Background: an optimization exercise with open tools, aiming at a short achievable clock period and few clock cycles. Do not read the settings as production practice. Only simulation tests tie the RTL to the original design; equivalence was not proved. No activity file was given, so power comes from the tool's default toggle rates.

==> flow/config.mk <==
export PLATFORM = sky130hd
export DESIGN_NAME = rv_core_top
export DESIGN_NICKNAME = rv_core_top
export VERILOG_FILES = /design/flow/design.v
export SDC_FILE = /design/flow/constraint.sdc
export NUM_CORES = 4
export LEC_CHECK = 0
export CAP_MARGIN = 20
export CORE_ASPECT_RATIO = 0.5
export CORE_MARGIN = 2
export CORE_UTILIZATION = 50
export SETUP_SLACK_MARGIN = 3.5
export SLEW_MARGIN = 20
export SYNTH_HIERARCHICAL = 1
export SYNTH_MINIMUM_KEEP_SIZE = 0
export TNS_END_PERCENT = 100
==> flow/constraint.sdc <==
create_clock -name core_clock -period 5.2 [get_ports {clk}]
set_input_delay 1.0400 -clock core_clock [delete_from_list [all_inputs] [get_ports {clk}]]
set_output_delay 1.0400 -clock core_clock [all_outputs]
set_load 0.01 [all_outputs]
==> flow/design.v <==
package rv_core_pkg;
    typedef logic [32-1:0] word_t;
    typedef logic [$clog2(32)-1:0] reg_idx_t;
    typedef logic [3:0] funct_t;
    typedef enum logic [3:0] {
        ALU_ADD  = 4'b0000,
        ALU_SUB  = 4'b0001,
        ALU_SLT  = 4'b0010,   
        ALU_SLTU = 4'b0011,   
        ALU_SLL  = 4'b0100,
        ALU_SRL  = 4'b0101,
        ALU_XOR  = 4'b0110,
        ALU_OR   = 4'b0111,
        ALU_AND  = 4'b1000,
        ALU_SRA  = 4'b1001    
    } alu_op_t;
endpackage
`timescale 1ns/1ps
module rv_fetch_stage (
    input  logic                  clk,
    input  logic                  rst_n,
    input  rv_core_pkg::word_t    imem_insn,
    input  logic [31:1]           rf_valid,    
    input  logic [31:1]           wb_oh,       
    input  rv_core_pkg::reg_idx_t d_rd,        
    input  rv_core_pkg::reg_idx_t e_rd,        
    output rv_core_pkg::word_t    imem_addr,
    output rv_core_pkg::reg_idx_t r_rd,        
    output logic [8:0]            r_sel,       
    output rv_core_pkg::word_t    r_imm,       
    output logic [31:1]           r_rs1_sel,   
    output logic [31:1]           r_rs2_sel,
    output logic                  r_bypr_a,    
    output logic                  r_bypr_b,    
    output logic                  r_bypd_a,    
    output logic                  r_bypd_b,    
    output logic                  r_fwd_a,     
    output logic                  r_fwd_b,     
    output logic                  r_sll,       
    output logic                  r_sr,        
    output logic                  r_arith      
);
    logic [29:0]           pc;       
    logic [29:0]           addr_q;   
    logic                  r_wr;     
    rv_core_pkg::reg_idx_t rs1;
    rv_core_pkg::reg_idx_t rs2;
    logic                  is_op;
    logic                  is_op_imm;
    logic [3:0]            funct;
    logic [8:0]            sel;
    logic                  fwd_a, fwd_b, bypd_a, bypd_b, bypr_a, bypr_b;
    logic [31:1]           rs1_sel;
    logic [31:1]           rs2_sel;
    logic [31:1]           rf_read;   
    assign imem_addr = {addr_q, 2'b00};
    assign rs1       = imem_insn[19:15];
    assign rs2       = imem_insn[24:20];
    assign is_op     = (imem_insn[6:0] == 7'b0110011);
    assign is_op_imm = (imem_insn[6:0] == 7'b0010011);
    assign funct     = {imem_insn[30], imem_insn[14:12]};
    rv_eq5 fwd_a_i  (.a(rs1), .b(r_rd), .en(r_wr),                   .y(fwd_a));
    rv_eq5 fwd_b_i  (.a(rs2), .b(r_rd), .en(r_wr & is_op),           .y(fwd_b));
    rv_eq5 bypd_a_i (.a(rs1), .b(d_rd), .en(d_rd != '0),             .y(bypd_a));
    rv_eq5 bypd_b_i (.a(rs2), .b(d_rd), .en((d_rd != '0) & is_op),   .y(bypd_b));
    rv_eq5 bypr_a_i (.a(rs1), .b(e_rd), .en(e_rd != '0),             .y(bypr_a));
    rv_eq5 bypr_b_i (.a(rs2), .b(e_rd), .en((e_rd != '0) & is_op),   .y(bypr_b));
    always_comb begin
        for (int i = 1; i < 32; i++) begin
            rf_read[i] = (rf_valid[i] || wb_oh[i]) && (e_rd != i[4:0]);
            rs1_sel[i] = (rs1 == i[4:0]) && rf_read[i];
            rs2_sel[i] = (rs2 == i[4:0]) && rf_read[i] && is_op;
        end
    end
    always_comb begin
        sel = '0;
        if (is_op) begin
            case (funct)
                4'b1000: sel[1] = 1'b1;
                4'b0001: sel[4] = 1'b1;
                4'b0010: sel[2] = 1'b1;
                4'b0011: sel[3] = 1'b1;
                4'b0100: sel[6] = 1'b1;
                4'b0101: sel[5] = 1'b1;
                4'b1101: sel[5] = 1'b1;
                4'b0110: sel[7] = 1'b1;
                4'b0111: sel[8] = 1'b1;
                default: sel[0] = 1'b1;
            endcase
        end else if (is_op_imm) begin
            case (funct[2:0])
                3'b001:  sel[4] = 1'b1;
                3'b010:  sel[2] = 1'b1;
                3'b011:  sel[3] = 1'b1;
                3'b100:  sel[6] = 1'b1;
                3'b101:  sel[5] = 1'b1;
                3'b110:  sel[7] = 1'b1;
                3'b111:  sel[8] = 1'b1;
                default: sel[0] = 1'b1;
            endcase
        end
    end
    always_ff @(posedge clk or negedge rst_n) begin
        if (!rst_n) begin
            pc   <= '0;
            r_rd <= '0;
            r_wr <= 1'b0;
        end else begin
            pc   <= pc + 30'd1;
            r_rd <= (is_op || is_op_imm) ? imem_insn[11:7] : '0;
            r_wr <= (is_op || is_op_imm) && (imem_insn[11:7] != '0);
        end
    end
    always_ff @(posedge clk) begin
        addr_q <= rst_n ? pc + 30'd1 : '0;
    end
    always_ff @(posedge clk) begin
        r_sel     <= sel;
        r_imm     <= is_op_imm ? {{(32-12){imem_insn[31]}}, imem_insn[31:20]} : '0;
        r_rs1_sel <= rs1_sel;
        r_rs2_sel <= rs2_sel;
        r_bypr_a  <= bypr_a;
        r_bypr_b  <= bypr_b;
        r_bypd_a  <= bypd_a & ~fwd_a;
        r_bypd_b  <= bypd_b & ~fwd_b;
        r_fwd_a   <= fwd_a;
        r_fwd_b   <= fwd_b;
        r_sll     <= sel[4];
        r_sr      <= sel[5];
        r_arith   <= sel[5] & imem_insn[30];
    end
endmodule
module rv_eq5 (
    input  logic [4:0] a,
    input  logic [4:0] b,
    input  logic       en,
    output logic       y
);
    assign y = en && (a == b);
endmodule
`timescale 1ns/1ps
module rv_regfile (
    input  logic               clk,
    input  logic               rst_n,
    input  logic [31:1]        rs1_sel,
    input  logic [31:1]        rs2_sel,
    input  logic               byp1_sel,
    input  logic               byp2_sel,
    input  rv_core_pkg::word_t byp1,
    input  rv_core_pkg::word_t byp2,
    input  rv_core_pkg::word_t imm2,      
    input  logic [31:1]        wr_oh,     
    input  rv_core_pkg::word_t wr_data,
    output logic [31:1]        valid,
    output rv_core_pkg::word_t rs1_val,
    output rv_core_pkg::word_t rs2_val
);
    rv_core_pkg::word_t regs [1:32-1];
    always_ff @(posedge clk or negedge rst_n) begin
        if (!rst_n) begin
            valid <= '0;
        end else begin
            valid <= valid | wr_oh;
        end
    end
    always_ff @(posedge clk) begin
        for (int i = 1; i < 32; i++) begin
            if (wr_oh[i]) begin
                regs[i] <= wr_data;
            end
        end
    end
    for (genvar j = 0; j < 32; j++) begin : rd
        logic [31:0] v;
        for (genvar i = 1; i < 32; i++) begin : r
            assign v[i] = regs[i][j];
        end
        assign v[0] = 1'b0;
        rv_rf_mux32 m1 (.s({rs1_sel, byp1_sel}), .v({v[31:1], byp1[j]}), .y(rs1_val[j]));
        rv_rf_mux32x m2 (.s({rs2_sel, byp2_sel}), .v({v[31:1], byp2[j]}), .x(imm2[j]), .y(rs2_val[j]));
    end
endmodule
module rv_rf_mux32 (
    input  logic [31:0] s,
    input  logic [31:0] v,
    output logic        y
);
    logic [15:0] l1;
    logic [3:0]  l2;
    logic        l3;
    for (genvar i = 0; i < 16; i++) begin : a
        rv_g_aoi22 u (.a1(s[2*i]), .a2(v[2*i]), .b1(s[2*i+1]), .b2(v[2*i+1]), .y(l1[i]));
    end
    for (genvar i = 0; i < 4; i++) begin : n
        rv_g_nand4 u (.a(l1[4*i]), .b(l1[4*i+1]), .c(l1[4*i+2]), .d(l1[4*i+3]), .y(l2[i]));
    end
    rv_g_nor4 o (.a(l2[0]), .b(l2[1]), .c(l2[2]), .d(l2[3]), .y(l3));
    rv_g_inv  i (.a(l3), .y(y));
endmodule
module rv_rf_mux32x (
    input  logic [31:0] s,
    input  logic [31:0] v,
    input  logic        x,
    output logic        y
);
    logic [15:0] l1;
    logic [3:0]  l2;
    logic        l3;
    rv_g_a221oi u0 (.a1(s[0]), .a2(v[0]), .b1(s[1]), .b2(v[1]), .c(x), .y(l1[0]));
    for (genvar i = 1; i < 16; i++) begin : a
        rv_g_aoi22 u (.a1(s[2*i]), .a2(v[2*i]), .b1(s[2*i+1]), .b2(v[2*i+1]), .y(l1[i]));
    end
    for (genvar i = 0; i < 4; i++) begin : n
        rv_g_nand4 u (.a(l1[4*i]), .b(l1[4*i+1]), .c(l1[4*i+2]), .d(l1[4*i+3]), .y(l2[i]));
    end
    rv_g_nor4 o (.a(l2[0]), .b(l2[1]), .c(l2[2]), .d(l2[3]), .y(l3));
    rv_g_inv  i (.a(l3), .y(y));
endmodule
module rv_g_a221oi (input logic a1, input logic a2, input logic b1, input logic b2, input logic c,
                    output logic y);
    assign y = ~((a1 & a2) | (b1 & b2) | c);
endmodule
module rv_g_aoi22 (input logic a1, input logic a2, input logic b1, input logic b2, output logic y);
    assign y = ~((a1 & a2) | (b1 & b2));
endmodule
module rv_g_nand4 (input logic a, input logic b, input logic c, input logic d, output logic y);
    assign y = ~(a & b & c & d);
endmodule
module rv_g_nor4 (input logic a, input logic b, input logic c, input logic d, output logic y);
    assign y = ~(a | b | c | d);
endmodule
`timescale 1ns/1ps
module rv_decode_stage (
    input  logic                  clk,
    input  logic                  rst_n,
    input  rv_core_pkg::reg_idx_t r_rd,
    input  logic [8:0]            r_sel,
    input  rv_core_pkg::word_t    r_imm,      
    input  logic [31:1]           r_rs1_sel,
    input  logic [31:1]           r_rs2_sel,
    input  logic                  r_bypr_a,
    input  logic                  r_bypr_b,
    input  logic                  r_bypd_a,
    input  logic                  r_bypd_b,
    input  logic [31:1]           wb_oh,      
    input  rv_core_pkg::word_t    wb_data,
    output logic [31:1]           rf_valid,
    output rv_core_pkg::reg_idx_t d_rd,       
    output logic [8:0]            d_sel,      
    output rv_core_pkg::word_t    d_a,        
    output rv_core_pkg::word_t    d_b         
);
    rv_core_pkg::word_t rf_a;
    rv_core_pkg::word_t rf_b;
    rv_core_pkg::word_t ra;
    rv_core_pkg::word_t rb;
    logic               bypd_a;
    logic               bypd_b;
    rv_regfile regfile_i (
        .clk      (clk),
        .rst_n    (rst_n),
        .rs1_sel  (r_rs1_sel),
        .rs2_sel  (r_rs2_sel),
        .byp1_sel (r_bypr_a),
        .byp2_sel (r_bypr_b),
        .byp1     (wb_data),
        .byp2     (wb_data),
        .imm2     (r_imm),
        .wr_oh    (wb_oh),
        .wr_data  (wb_data),
        .valid    (rf_valid),
        .rs1_val  (rf_a),
        .rs2_val  (rf_b)
    );
    always_ff @(posedge clk or negedge rst_n) begin
        if (!rst_n) begin
            d_rd <= '0;
        end else begin
            d_rd <= r_rd;
        end
    end
    always_ff @(posedge clk) begin
        ra     <= rf_a;
        rb     <= rf_b;
        bypd_a <= r_bypd_a;
        bypd_b <= r_bypd_b;
        d_sel  <= r_sel;
    end
    assign d_a = bypd_a ? wb_data : ra;
    assign d_b = bypd_b ? wb_data : rb;
endmodule
`timescale 1ns/1ps
module rv_execute_stage (
    input  logic                  clk,
    input  logic                  rst_n,
    input  rv_core_pkg::word_t    d_a,        
    input  rv_core_pkg::word_t    d_b,        
    input  logic [8:0]            d_sel,      
    input  logic                  pre_fwd_a,  
    input  logic                  pre_fwd_b,  
    input  logic                  pre_sll,    
    input  logic                  pre_sr,     
    input  logic                  pre_arith,  
    input  rv_core_pkg::reg_idx_t d_rd,
    output rv_core_pkg::reg_idx_t e_rd,       
    output logic [31:1]           wb_oh,      
    output rv_core_pkg::word_t    wb_data,
    output logic                  ret_valid,
    output rv_core_pkg::reg_idx_t ret_rd,
    output rv_core_pkg::word_t    ret_data
);
    localparam int W = 32;
    rv_core_pkg::word_t a;
    rv_core_pkg::word_t b;
    logic [4:0]         sl_n;      
    logic [4:0]         sr_n;      
    logic [19:0]        sl_nq;     
    logic [19:0]        sr_nq;     
    rv_core_pkg::word_t sa_l;      
    rv_core_pkg::word_t sa_r;
    logic [3:0]         fill_q;    
    logic [3:0]         fill_nq;   
    logic               l_xor, l_or, l_and;
    rv_core_pkg::word_t p;         
    rv_core_pkg::word_t pn;        
    rv_core_pkg::word_t c;         
    rv_core_pkg::word_t cd;        
    rv_core_pkg::word_t t;         
    rv_core_pkg::word_t g;         
    logic               cout_sub;  
    rv_alu_add #(.SUB(0)) add_i (.a(a), .b(b), .p(p), .pn(pn), .c(c),  .t(t), .g(g), .cout());
    rv_alu_add #(.SUB(1)) sub_i (.a(a), .b(b), .p(),  .pn(),   .c(cd), .t(),  .g(),  .cout(cout_sub));
    rv_core_pkg::word_t lg;
    for (genvar i = 0; i < W; i++) begin : lgc
        rv_g_logic u (.p(p[i]), .t(t[i]), .g(g[i]), .lx(l_xor), .lo(l_or), .la(l_and), .y(lg[i]));
    end
    rv_core_pkg::word_t sl_n_out;  
    rv_core_pkg::word_t sr_n_out;  
    for (genvar k = 0; k < 4; k++) begin : amt
        rv_reg5 sl_q (.clk(clk), .d(nxt_l[4:0]), .q(sl_nq[5*k +: 5]));
        rv_reg5 sr_q (.clk(clk), .d(nxt_r[4:0]), .q(sr_nq[5*k +: 5]));
    end
    rv_reg4 fl_q  (.clk(clk), .d({4{nxt_f[W-1]}}),  .q(fill_q));
    rv_reg4 fln_q (.clk(clk), .d({4{~nxt_f[W-1]}}), .q(fill_nq));
    rv_reg32 sa_lq (.clk(clk), .d(nxt_a), .q(sa_l));
    rv_reg32 sa_rq (.clk(clk), .d(nxt_a), .q(sa_r));
    rv_alu_shift5 #(.LEFT(1)) sll_i (.x(sa_l), .n(sl_nq), .fill('0),     .fill_n('1),      .yn(sl_n_out));
    rv_alu_shift5 #(.LEFT(0)) srl_i (.x(sa_r), .n(sr_nq), .fill(fill_q), .fill_n(fill_nq), .yn(sr_n_out));
    logic [7:0] ws, as, bs, ls, rs, fs;   
    logic       x31;    
    assign x31 = a[W-1] ^ b[W-1];
    function automatic logic [10:0] term_sel(input logic [7:0] s);
        term_sel[0]  = s[0];
        term_sel[1]  = s[1];
        term_sel[2]  = s[0] | s[1];
        term_sel[3]  = s[2];
        term_sel[4]  = s[3];
        term_sel[5]  = ~s[4];
        term_sel[6]  = ~s[5];
        term_sel[7]  = 1'b0;
        term_sel[8]  = 1'b0;
        term_sel[9]  = s[7] | (s[6] & ~x31);
        term_sel[10] = s[6] & x31 & a[W-1];
    endfunction
    rv_core_pkg::word_t alu_res;
    rv_core_pkg::word_t nxt_a;
    rv_core_pkg::word_t nxt_b;
    rv_core_pkg::word_t nxt_l;
    rv_core_pkg::word_t nxt_r;
    rv_core_pkg::word_t nxt_f;
    rv_alu_pick pick_w (.ts(term_sel(ws)), .p(p), .pn(pn), .c(c), .cd(cd), .lg(lg),
                        .dv('0),  .sln(sl_n_out), .srn(sr_n_out), .cout_sub(cout_sub), .y(alu_res));
    rv_alu_pick pick_a (.ts(term_sel(as)), .p(p), .pn(pn), .c(c), .cd(cd), .lg(lg),
                        .dv(d_a), .sln(sl_n_out), .srn(sr_n_out), .cout_sub(cout_sub), .y(nxt_a));
    rv_alu_pick pick_b (.ts(term_sel(bs)), .p(p), .pn(pn), .c(c), .cd(cd), .lg(lg),
                        .dv(d_b), .sln(sl_n_out), .srn(sr_n_out), .cout_sub(cout_sub), .y(nxt_b));
    rv_alu_pick pick_l (.ts(term_sel(ls)), .p(p), .pn(pn), .c(c), .cd(cd), .lg(lg),
                        .dv(d_b), .sln(sl_n_out), .srn(sr_n_out), .cout_sub(cout_sub), .y(nxt_l));
    rv_alu_pick pick_r (.ts(term_sel(rs)), .p(p), .pn(pn), .c(c), .cd(cd), .lg(lg),
                        .dv(d_b), .sln(sl_n_out), .srn(sr_n_out), .cout_sub(cout_sub), .y(nxt_r));
    rv_alu_pick pick_f (.ts(term_sel(fs)), .p(p), .pn(pn), .c(c), .cd(cd), .lg(lg),
                        .dv(d_a), .sln(sl_n_out), .srn(sr_n_out), .cout_sub(cout_sub), .y(nxt_f));
    always_ff @(posedge clk) begin
        a       <= nxt_a;
        b       <= nxt_b;
        sl_n    <= nxt_l[4:0];
        sr_n    <= nxt_r[4:0];
        l_xor   <= d_sel[6];
        l_or    <= d_sel[7];
        l_and   <= d_sel[8];
        wb_data <= alu_res;
    end
    function automatic logic [7:0] sel_of(input logic [8:0] s, input logic fw, input logic dv);
        sel_of[0] = fw & s[0];
        sel_of[1] = fw & s[1];
        sel_of[2] = fw;                 
        sel_of[3] = dv;
        sel_of[4] = fw & s[4];
        sel_of[5] = fw & s[5];
        sel_of[6] = fw & s[2];
        sel_of[7] = fw & s[3];
    endfunction
    logic [8:0] e_sel;
    logic       fa, na, fb, nb, fl, nl, fr, nr, ff, nf;
    always_ff @(posedge clk) begin
        e_sel <= d_sel;
        fa    <= pre_fwd_a;
        na    <= ~pre_fwd_a;
        fb    <= pre_fwd_b;
        nb    <= ~pre_fwd_b;
        fl    <= pre_fwd_b & pre_sll;
        nl    <= ~pre_fwd_b & pre_sll;
        fr    <= pre_fwd_b & pre_sr;
        nr    <= ~pre_fwd_b & pre_sr;
        ff    <= pre_fwd_a & pre_arith;
        nf    <= ~pre_fwd_a & pre_arith;
    end
    assign ws = sel_of(e_sel, 1'b1, 1'b0);
    assign as = sel_of(e_sel, fa, na);
    assign bs = sel_of(e_sel, fb, nb);
    assign ls = sel_of(e_sel, fl, nl);
    assign rs = sel_of(e_sel, fr, nr);
    assign fs = sel_of(e_sel, ff, nf);
    logic [31:1] e_oh;
    always_comb begin
        for (int i = 1; i < 32; i++) begin
            e_oh[i] = (e_rd == i[4:0]);
        end
    end
    logic                  wb_valid;
    rv_core_pkg::reg_idx_t wb_rd;
    always_ff @(posedge clk or negedge rst_n) begin
        if (!rst_n) begin
            e_rd      <= '0;
            wb_oh     <= '0;
            wb_valid  <= 1'b0;
        end else begin
            e_rd      <= d_rd;
            wb_oh     <= e_oh;
            wb_valid  <= (e_rd != '0);
        end
    end
    always_ff @(posedge clk) begin
        wb_rd     <= e_rd;
        ret_valid <= rst_n & wb_valid;
        ret_rd    <= wb_rd;
        ret_data  <= wb_data;
    end
endmodule
module rv_alu_add #(
    parameter bit SUB = 0
) (
    input  logic [31:0] a,
    input  logic [31:0] b,
    output logic [31:0] p,      
    output logic [31:0] pn,     
    output logic [31:0] c,      
    output logic [31:0] t,      
    output logic [31:0] g,      
    output logic        cout
);
    logic [31:0] gg [0:5];   
    logic [31:0] tt [0:5];
    for (genvar i = 0; i < 32; i++) begin : l0
        if (SUB == 0) begin : add
            rv_g_nand2 gi (.a(a[i]), .b(b[i]), .y(gg[0][i]));
            rv_g_nor2  ti (.a(a[i]), .b(b[i]), .y(tt[0][i]));
            rv_g_xor2  pi (.a(a[i]), .b(b[i]), .y(p[i]));
            rv_g_xnor2 ni (.a(a[i]), .b(b[i]), .y(pn[i]));
            rv_g_inv   gt (.a(gg[0][i]), .y(g[i]));
            rv_g_inv   tg (.a(tt[0][i]), .y(t[i]));
        end else begin : sub
            if (i == 0) begin : c0
                rv_g_nor2b  gi (.a(a[i]), .bn(b[i]), .y(gg[0][i]));
            end else begin : cn
                rv_g_nand2b gi (.a(a[i]), .bn(b[i]), .y(gg[0][i]));
            end
            rv_g_nor2b  ti (.a(a[i]), .bn(b[i]), .y(tt[0][i]));
            rv_g_xnor2  pi (.a(a[i]), .b(b[i]), .y(p[i]));
            rv_g_xor2   ni (.a(a[i]), .b(b[i]), .y(pn[i]));
            assign g[i] = 1'b0;
            assign t[i] = 1'b0;
        end
    end
    for (genvar l = 0; l < 5; l++) begin : lv
        for (genvar i = 0; i < 32; i++) begin : bt
            if (i >= (1 << l)) begin : c
                if (l % 2 == 0) begin : n2p
                    rv_g_pre_n2p u (.gn_hi(gg[l][i]), .tn_hi(tt[l][i]), .gn_lo(gg[l][i-(1<<l)]),
                                    .tn_lo(tt[l][i-(1<<l)]), .g(gg[l+1][i]), .t(tt[l+1][i]));
                end else begin : p2n
                    rv_g_pre_p2n u (.g_hi(gg[l][i]), .t_hi(tt[l][i]), .g_lo(gg[l][i-(1<<l)]),
                                    .t_lo(tt[l][i-(1<<l)]), .gn(gg[l+1][i]), .tn(tt[l+1][i]));
                end
            end else if (i >= (1 << l) / 2 || l == 0) begin : w
                rv_g_inv ig (.a(gg[l][i]), .y(gg[l+1][i]));
                assign tt[l+1][i] = 1'b0;   
            end else begin : w2
                assign gg[l+1][i] = gg[l-1][i];
                assign tt[l+1][i] = 1'b0;
            end
        end
    end
    assign c    = {gg[5][30:0], SUB ? 1'b1 : 1'b0};
    assign cout = gg[5][31];
endmodule
module rv_alu_shift5 #(
    parameter bit LEFT = 1
) (
    input  logic [31:0] x,
    input  logic [19:0] n,        
    input  logic [3:0]  fill,     
    input  logic [3:0]  fill_n,   
    output logic [31:0] yn
);
    logic [31:0] v [0:5];   
    assign v[0] = x;
    for (genvar k = 0; k < 5; k++) begin : st
        for (genvar i = 0; i < 32; i++) begin : bt
            localparam int SRC = LEFT ? i - (16 >> k) : i + (16 >> k);
            logic s;
            assign s = n[5*(i/8) + 4 - k];
            if (SRC >= 0 && SRC < 32) begin : m
                rv_g_mux2i u (.s(s), .a1(v[k][SRC]), .a0(v[k][i]), .y(v[k+1][i]));
            end else if (LEFT) begin : z
                if (k % 2 == 0) begin : t2n
                    rv_g_zf_t2n u (.s(s), .x(v[k][i]), .y(v[k+1][i]));
                end else begin : n2t
                    rv_g_nor2 u (.a(s), .b(v[k][i]), .y(v[k+1][i]));
                end
            end else begin : f
                if (k % 2 == 0) begin : t2n
                    rv_g_mux2i u (.s(s), .a1(fill[i/8]), .a0(v[k][i]), .y(v[k+1][i]));
                end else begin : n2t
                    rv_g_mux2i u (.s(s), .a1(fill_n[i/8]), .a0(v[k][i]), .y(v[k+1][i]));
                end
            end
        end
    end
    assign yn = v[5];
endmodule
module rv_alu_pick (
    input  logic [10:0] ts,
    input  logic [31:0] p,         
    input  logic [31:0] pn,        
    input  logic [31:0] c,         
    input  logic [31:0] cd,        
    input  logic [31:0] lg,
    input  logic [31:0] dv,
    input  logic [31:0] sln,       
    input  logic [31:0] srn,       
    input  logic        cout_sub,  
    output logic [31:0] y
);
    logic x0a, x0b, x0c, t0, h0l, h0r;
    rv_g_a221oi u0a (.a1(ts[2]), .a2(p[0]), .b1(ts[3]), .b2(lg[0]), .c(ts[10]), .y(x0a));
    rv_g_nor2   u0l (.a(ts[5]), .b(sln[0]), .y(h0l));    
    rv_g_nor2   u0r (.a(ts[6]), .b(srn[0]), .y(h0r));    
    rv_g_nor2   u0b (.a(h0l), .b(h0r), .y(x0b));
    rv_g_nand2  u0c (.a(ts[4]), .b(dv[0]), .y(x0c));
    rv_g_nand2b u0d (.a(ts[9]), .bn(cout_sub), .y(t0));
    rv_g_nand4  u0y (.a(x0a), .b(x0b), .c(x0c), .d(t0), .y(y[0]));
    for (genvar i = 1; i < 32; i++) begin : bt
        logic x_lg, q1, q0, d1, d0, t_s;
        logic h_l, h_r, x_s1, r1, r0, f1, f0, t_d;
        rv_g_aoi22 ul (.a1(ts[3]), .a2(lg[i]), .b1(ts[4]), .b2(dv[i]), .y(x_lg));
        rv_g_nand2 uq1 (.a(ts[0]), .b(pn[i]), .y(q1));
        rv_g_nand2 uq0 (.a(ts[0]), .b(p[i]),  .y(q0));
        rv_g_nand2 ud1 (.a(x_lg), .b(q1), .y(d1));
        rv_g_nand2 ud0 (.a(x_lg), .b(q0), .y(d0));
        rv_g_mux2i us  (.s(c[i]), .a1(d1), .a0(d0), .y(t_s));
        rv_g_nor2 u1 (.a(ts[5]), .b(sln[i]), .y(h_l));    
        rv_g_nor2 u2 (.a(ts[6]), .b(srn[i]), .y(h_r));    
        rv_g_nor2 u3 (.a(h_l), .b(h_r), .y(x_s1));
        rv_g_nand2 ur1 (.a(ts[1]), .b(p[i]),  .y(r1));    
        rv_g_nand2 ur0 (.a(ts[1]), .b(pn[i]), .y(r0));    
        rv_g_nand2 uf1 (.a(x_s1), .b(r1), .y(f1));
        rv_g_nand2 uf0 (.a(x_s1), .b(r0), .y(f0));
        rv_g_mux2i ud  (.s(cd[i]), .a1(f1), .a0(f0), .y(t_d));
        rv_g_nand2 uy (.a(t_s), .b(t_d), .y(y[i]));
    end
endmodule
module rv_reg4 (input logic clk, input logic [3:0] d, output logic [3:0] q);
    always_ff @(posedge clk) q <= d;
endmodule
module rv_reg5 (input logic clk, input logic [4:0] d, output logic [4:0] q);
    always_ff @(posedge clk) q <= d;
endmodule
module rv_reg32 (input logic clk, input logic [31:0] d, output logic [31:0] q);
    always_ff @(posedge clk) q <= d;
endmodule
module rv_g_inv   (input logic a, output logic y);                 assign y = ~a;        endmodule
module rv_g_nand2 (input logic a, input logic b, output logic y);  assign y = ~(a & b);  endmodule
module rv_g_nor2  (input logic a, input logic b, output logic y);  assign y = ~(a | b);  endmodule
module rv_g_xor2  (input logic a, input logic b, output logic y);  assign y = a ^ b;     endmodule
module rv_g_xnor2 (input logic a, input logic b, output logic y);  assign y = ~(a ^ b);  endmodule
module rv_g_nand2b (input logic a, input logic bn, output logic y); assign y = ~(a & ~bn); endmodule
module rv_g_nor2b  (input logic a, input logic bn, output logic y); assign y = ~(a | ~bn); endmodule
module rv_g_nand3 (input logic a, input logic b, input logic c, output logic y); assign y = ~(a & b & c); endmodule
module rv_g_zf_t2n (input logic s, input logic x, output logic y); assign y = ~(~s & x); endmodule
module rv_g_mux2i (input logic s, input logic a1, input logic a0, output logic y);
    assign y = ~(s ? a1 : a0);
endmodule
module rv_g_pre_n2p (input logic gn_hi, input logic tn_hi, input logic gn_lo, input logic tn_lo,
                     output logic g, output logic t);
    assign g = ~(gn_hi & (tn_hi | gn_lo));
    assign t = ~(tn_hi | tn_lo);
endmodule
module rv_g_pre_p2n (input logic g_hi, input logic t_hi, input logic g_lo, input logic t_lo,
                     output logic gn, output logic tn);
    assign gn = ~(g_hi | (t_hi & g_lo));
    assign tn = ~(t_hi & t_lo);
endmodule
module rv_g_logic (input logic p, input logic t, input logic g, input logic lx, input logic lo,
                   input logic la, output logic y);
    assign y = (lx & p) | (lo & t) | (la & g);
endmodule
`timescale 1ns/1ps
module rv_core_top (
    input  logic                  clk,
    input  logic                  rst_n,
    input  rv_core_pkg::word_t    imem_insn,      
    output rv_core_pkg::word_t    imem_addr,
    output logic                  retire_valid,   
    output rv_core_pkg::reg_idx_t retire_rd,
    output rv_core_pkg::word_t    retire_data
);
    rv_core_pkg::reg_idx_t r_rd;
    logic [8:0]            r_sel;
    rv_core_pkg::word_t    r_imm;
    logic [31:1]           r_rs1_sel;
    logic [31:1]           r_rs2_sel;
    logic                  r_bypr_a;
    logic                  r_bypr_b;
    logic                  r_bypd_a;
    logic                  r_bypd_b;
    logic                  r_fwd_a;
    logic                  r_fwd_b;
    logic                  r_sll;
    logic                  r_sr;
    logic                  r_arith;
    logic [31:1]           rf_valid;
    rv_core_pkg::reg_idx_t d_rd;
    logic [8:0]            d_sel;
    rv_core_pkg::word_t    d_a;
    rv_core_pkg::word_t    d_b;
    rv_core_pkg::reg_idx_t e_rd;
    logic [31:1]           wb_oh;
    rv_core_pkg::word_t    wb_data;
    rv_fetch_stage fetch_i (
        .clk       (clk),
        .rst_n     (rst_n),
        .imem_insn (imem_insn),
        .rf_valid  (rf_valid),
        .wb_oh     (wb_oh),
        .d_rd      (d_rd),
        .e_rd      (e_rd),
        .imem_addr (imem_addr),
        .r_rd      (r_rd),
        .r_sel     (r_sel),
        .r_imm     (r_imm),
        .r_rs1_sel (r_rs1_sel),
        .r_rs2_sel (r_rs2_sel),
        .r_bypr_a  (r_bypr_a),
        .r_bypr_b  (r_bypr_b),
        .r_bypd_a  (r_bypd_a),
        .r_bypd_b  (r_bypd_b),
        .r_fwd_a   (r_fwd_a),
        .r_fwd_b   (r_fwd_b),
        .r_sll     (r_sll),
        .r_sr      (r_sr),
        .r_arith   (r_arith)
    );
    rv_decode_stage decode_i (
        .clk       (clk),
        .rst_n     (rst_n),
        .r_rd      (r_rd),
        .r_sel     (r_sel),
        .r_imm     (r_imm),
        .r_rs1_sel (r_rs1_sel),
        .r_rs2_sel (r_rs2_sel),
        .r_bypr_a  (r_bypr_a),
        .r_bypr_b  (r_bypr_b),
        .r_bypd_a  (r_bypd_a),
        .r_bypd_b  (r_bypd_b),
        .wb_oh     (wb_oh),
        .wb_data   (wb_data),
        .rf_valid  (rf_valid),
        .d_rd      (d_rd),
        .d_sel     (d_sel),
        .d_a       (d_a),
        .d_b       (d_b)
    );
    rv_execute_stage execute_i (
        .clk       (clk),
        .rst_n     (rst_n),
        .d_a       (d_a),
        .d_b       (d_b),
        .d_sel     (d_sel),
        .pre_fwd_a (r_fwd_a),
        .pre_fwd_b (r_fwd_b),
        .pre_sll   (r_sll),
        .pre_sr    (r_sr),
        .pre_arith (r_arith),
        .d_rd      (d_rd),
        .e_rd      (e_rd),
        .wb_oh     (wb_oh),
        .wb_data   (wb_data),
        .ret_valid (retire_valid),
        .ret_rd    (retire_rd),
        .ret_data  (retire_data)
    );
endmodule
==> flow/run.sh <==
#!/bin/bash
# synth_recipe.tcl (not shown) runs the flow's synth.tcl, then flattens the netlist and writes it again
# the make line also repeats each setting of config.mk as NAME=value (left out here)
make -C /OpenROAD-flow-scripts/flow DESIGN_CONFIG=/design/flow/config.mk WORK_HOME=/design/flow/orfs CLKGATE_MAP_FILE= SYNTH_SCRIPT=/design/flow/synth_recipe.tcl finish
==> key figures <==
Outcome
  – Status: timing/DRC/antenna clean

Floorplan
  – Die ar.: 160,000 µm²
  – Initial core utilization: 0.505
  – Core Area: 155,000 µm²
  – Die H: 284 µm
  – Ports: 104
  – Width of the die: 564 µm
  – Num rows: 102

Timing
  – Setup_tns: 0 ns
  – RSZ-0062 raised after global routing: yes
  – Final Hold Fails: 0
  – Post-route worst setup slack: 2.41 ns
  – Final Max Slew Viols: 0
  – Final Critical Period: 2.79 ns
  – Worst clock skew: 0.0740 ns
  – Max Clk Rate: 0.358 GHz
  – Crit share post-route: 0.537
  – Slew headroom: 0.150
  – Final setup fails: 0
  – Slew at the pin closest to its max-slew limit: 1.27 ns

Global route
  – Total grt overflow: 0
  – Gr busiest metal: met2
  – Initial antenna violation count: 11
  – Met1 global-route usage: 0.553
  – Overall Global Routing Usage: 0.395
  – First-pass GRT wire length: 446,000 µm
  – Met2 Resource Use GR: 0.555
  – Largest net degree at the start of global routing: 115
  – M3 GR Usage: 0.133
  – Number of global-route vias before repair: 57,900

Clock network
  – CTS Hold Bufs: 0
  – Clock tree from TritonCTS: built
  – Clock transition at path regs: 0.07 ns
  – Worst skew pair latency: 0.81 ns
  – Clk buf depth: 4
  – H-tree levels: 4
  – Clock sink count: 1,561
  – Num CTS Buffers: 154
  – Clk root buf: clkbuf_16

Layout
  – Area added between synthesis and finish: 22.3%
  – Layout cells sized above 1: 0.416
  – Fin area: 95,800 µm²
  – Nets: 7,102
  – Final Core Density: 0.617

Worst setup path
  – Crit path DAT: 3.41 ns
  – CP dominant cell by count: mux2i_2
  – CP Capture Type: register
  – Crit path launch type: register
  – Max incr delay on CP: 0.49 ns
  – Crit Path Class: reg -> reg
  – Worst Path Required: 5.82 ns
  – Crit Path Max Fanout: 8
  – CP cell instances: mux2i_2, mux2i_2, mux2i_1, mux2i_2, mux2i_4, buf_12, buf_4, nor2_1, nor2_1, nand2_1, mux2i_1, nand2_1
  – Crit-path slowest cell: dfxtp_4

Power and ir drop
  – Worst VDD drop: 0.269 mV
  – Cell Pwr Density: 274 nW/µm²
  – Leak: 33.8 nW

Placed design
  – GP Congestion: 1.04
  – Placed Instance Area: 83,000 µm²
  – DP HPWL: 202,000 µm
  – Pre-CTS setup slack: 1.90 ns
  – I/O Buffers: 101

Routing
  – First drt pass iteration count: 8
  – Final WL: 326,000 µm
  – # DRC: 0
  – Vias per cell: 6.65
  – WL/cell: 35.2 µm
  – ANT nets after route: 0
  – Routed vias: 61,600
  – First DRT Iteration DRCs: 8,375

Hold path
  – Tightest Hold Check Type: in -> async

Flow run
  – Max-Cap Viols: 0

Logic synthesis
  – Post-synthesis cell count: 6,315
  – Average size of a mapped cell: 12.4 µm²
  – Cell area after synthesis: 78,300 µm²
  – Ys Warns: 30
flip-flops by register name, summed over array words and instances (netlist names), 32 cells and up:
name,flops
decode_i.regfile_i.regs,992
decode_i.ra,32
decode_i.rb,32
execute_i.a,32
execute_i.b,32
execute_i.ret_data,32
execute_i.sa_lq.q,32
execute_i.sa_rq.q,32
execute_i.wb_data,32
path summary, 6_finish.rpt:
check | end | startpoint | depth (start not counted) | slack [ns]
min in group core_clock | execute_i.l_and | decode_i.d_sel[8] | 0 | 0.33
max | execute_i.wb_data[23] | execute_i.amt[3].sr_q.q[4] | 12 | 2.41
max in group asynchronous | execute_i.wb_oh[16] | rst_n | 2 | 3.90
max reg2reg | execute_i.wb_data[23] | execute_i.amt[3].sr_q.q[4] | 12 | 2.41
min | fetch_i.pc[25] | rst_n | 1 | 0.25
min reg2reg | execute_i.l_and | decode_i.d_sel[8] | 0 | 0.33
stage by stage:
| step | instances | hold WS, ns | power [mW] |
|---|---|---|---|
| after floorplan | 6410 | 0.309 | 14.2 |
| after global placement | 8642 | 0.309 | 14.6 |
| after detailed placement | 8642 | 0.314 | 14.7 |
| after CTS | 9146 | 0.328 | 26.2 |
| after global routing | 9259 | 0.288 | 26.9 |
| final | 9262 | 0.247 | 26.3 |
layout by cell type, fill, tap and decap left out, types with 65 or more instances in the layout:
cell type / instances
a22oi_2: 1094
nand2_1: 1051
edfxtp_1: 992
nor2_1: 390
mux2i_1: 307
dfxtp_1: 287
nand4_1: 273
buf_4: 263
inv_1: 193
clkbuf_16: 161
buf_6: 121
mux2i_2: 119
o21ai_2: 116
nor2_2: 112
a21oi_2: 101
conb_1: 98
dfxtp_2: 98
mux2i_4: 78
dfxtp_4: 75
nand2b_1: 73
dfrtp_1: 67
xor2_1: 65
metal layers:
| layer | vias up | wire (µm) |
|---|---|---|
| met4 | 12 | 15500 |
| met5 | - | 427 |
| li1 | 25600 | - |
| met3 | 761 | 43200 |
| met1 | 31200 | 133000 |
| met2 | 4059 | 134000 |
report_power, final:
part | switching (mW) | total (mW) | leakage, nW | internal [mW]
Sequential | 0.146 | 13.4 | 13.0 | 13.2
Clock | 5.03 | 11.6 | 2.49 | 6.62
Combinational | 0.824 | 1.25 | 18.3 | 0.423
Total | 6.00 | 26.3 | 33.8 | 20.3
cell type report:
cell class	instances	area [µm²]
Multi-Input combinational cell	4584	38800
Inverter	206	796
Antenna cell	3	7.51
Clock buffer	199	4280
Fill cell	12100	59400
Timing Repair Buffer	560	6290
Sequential cell	1561	42200
Tap cell	2080	2600
Clock inverter	69	779
critical path, delay by kind of cell (launching register included):
| kind | cells | cell delay [ns] |
|---|---|---|
| buf+inv | 2 | 0.26 |
| flops | 1 | 0.49 |
| mux | 6 | 1.45 |
| simple gates | 4 | 0.47 |
timing repair:
item,4_1_cts,5_1_grt
endpoints found under the setup margin,471,405
buffers inserted,202,112
cloned,34,1
resized for setup,972,399
pin swaps,275,233
Testbench counts, summed over its fixed seeds: cycles 12,040.

==> static timing again, ports no longer ideal <==
Ports are ideal in the flow. The routed layout listed here was re-timed in OpenROAD.
Step 1 sets driving cells, clkbuf_16 on the clock port and buf_2 on the other inputs (assumed; they add their load-dependent delay and slew).
Step 2 moves the port delays by t, midway between the first and last clock arrival at a register: inputs arrive t later, outputs are due t later. That takes back most of the time a late clock gives input paths.
Three values: no drivers, after step 1, after step 2; two values: the first two.
t (ns): 0.873
setup slack, ns: 2.410 / 2.410 / 2.410
latest minus earliest clock arrival (ns): 0.083 / 0.083
slew at the worst register clock pin (ns): 0.07 / 0.07
After both steps setup and hold are still met in this run. For this run, drivers alone change the setup slack by 0.000 ns; drivers and shift together by 0.000 ns.
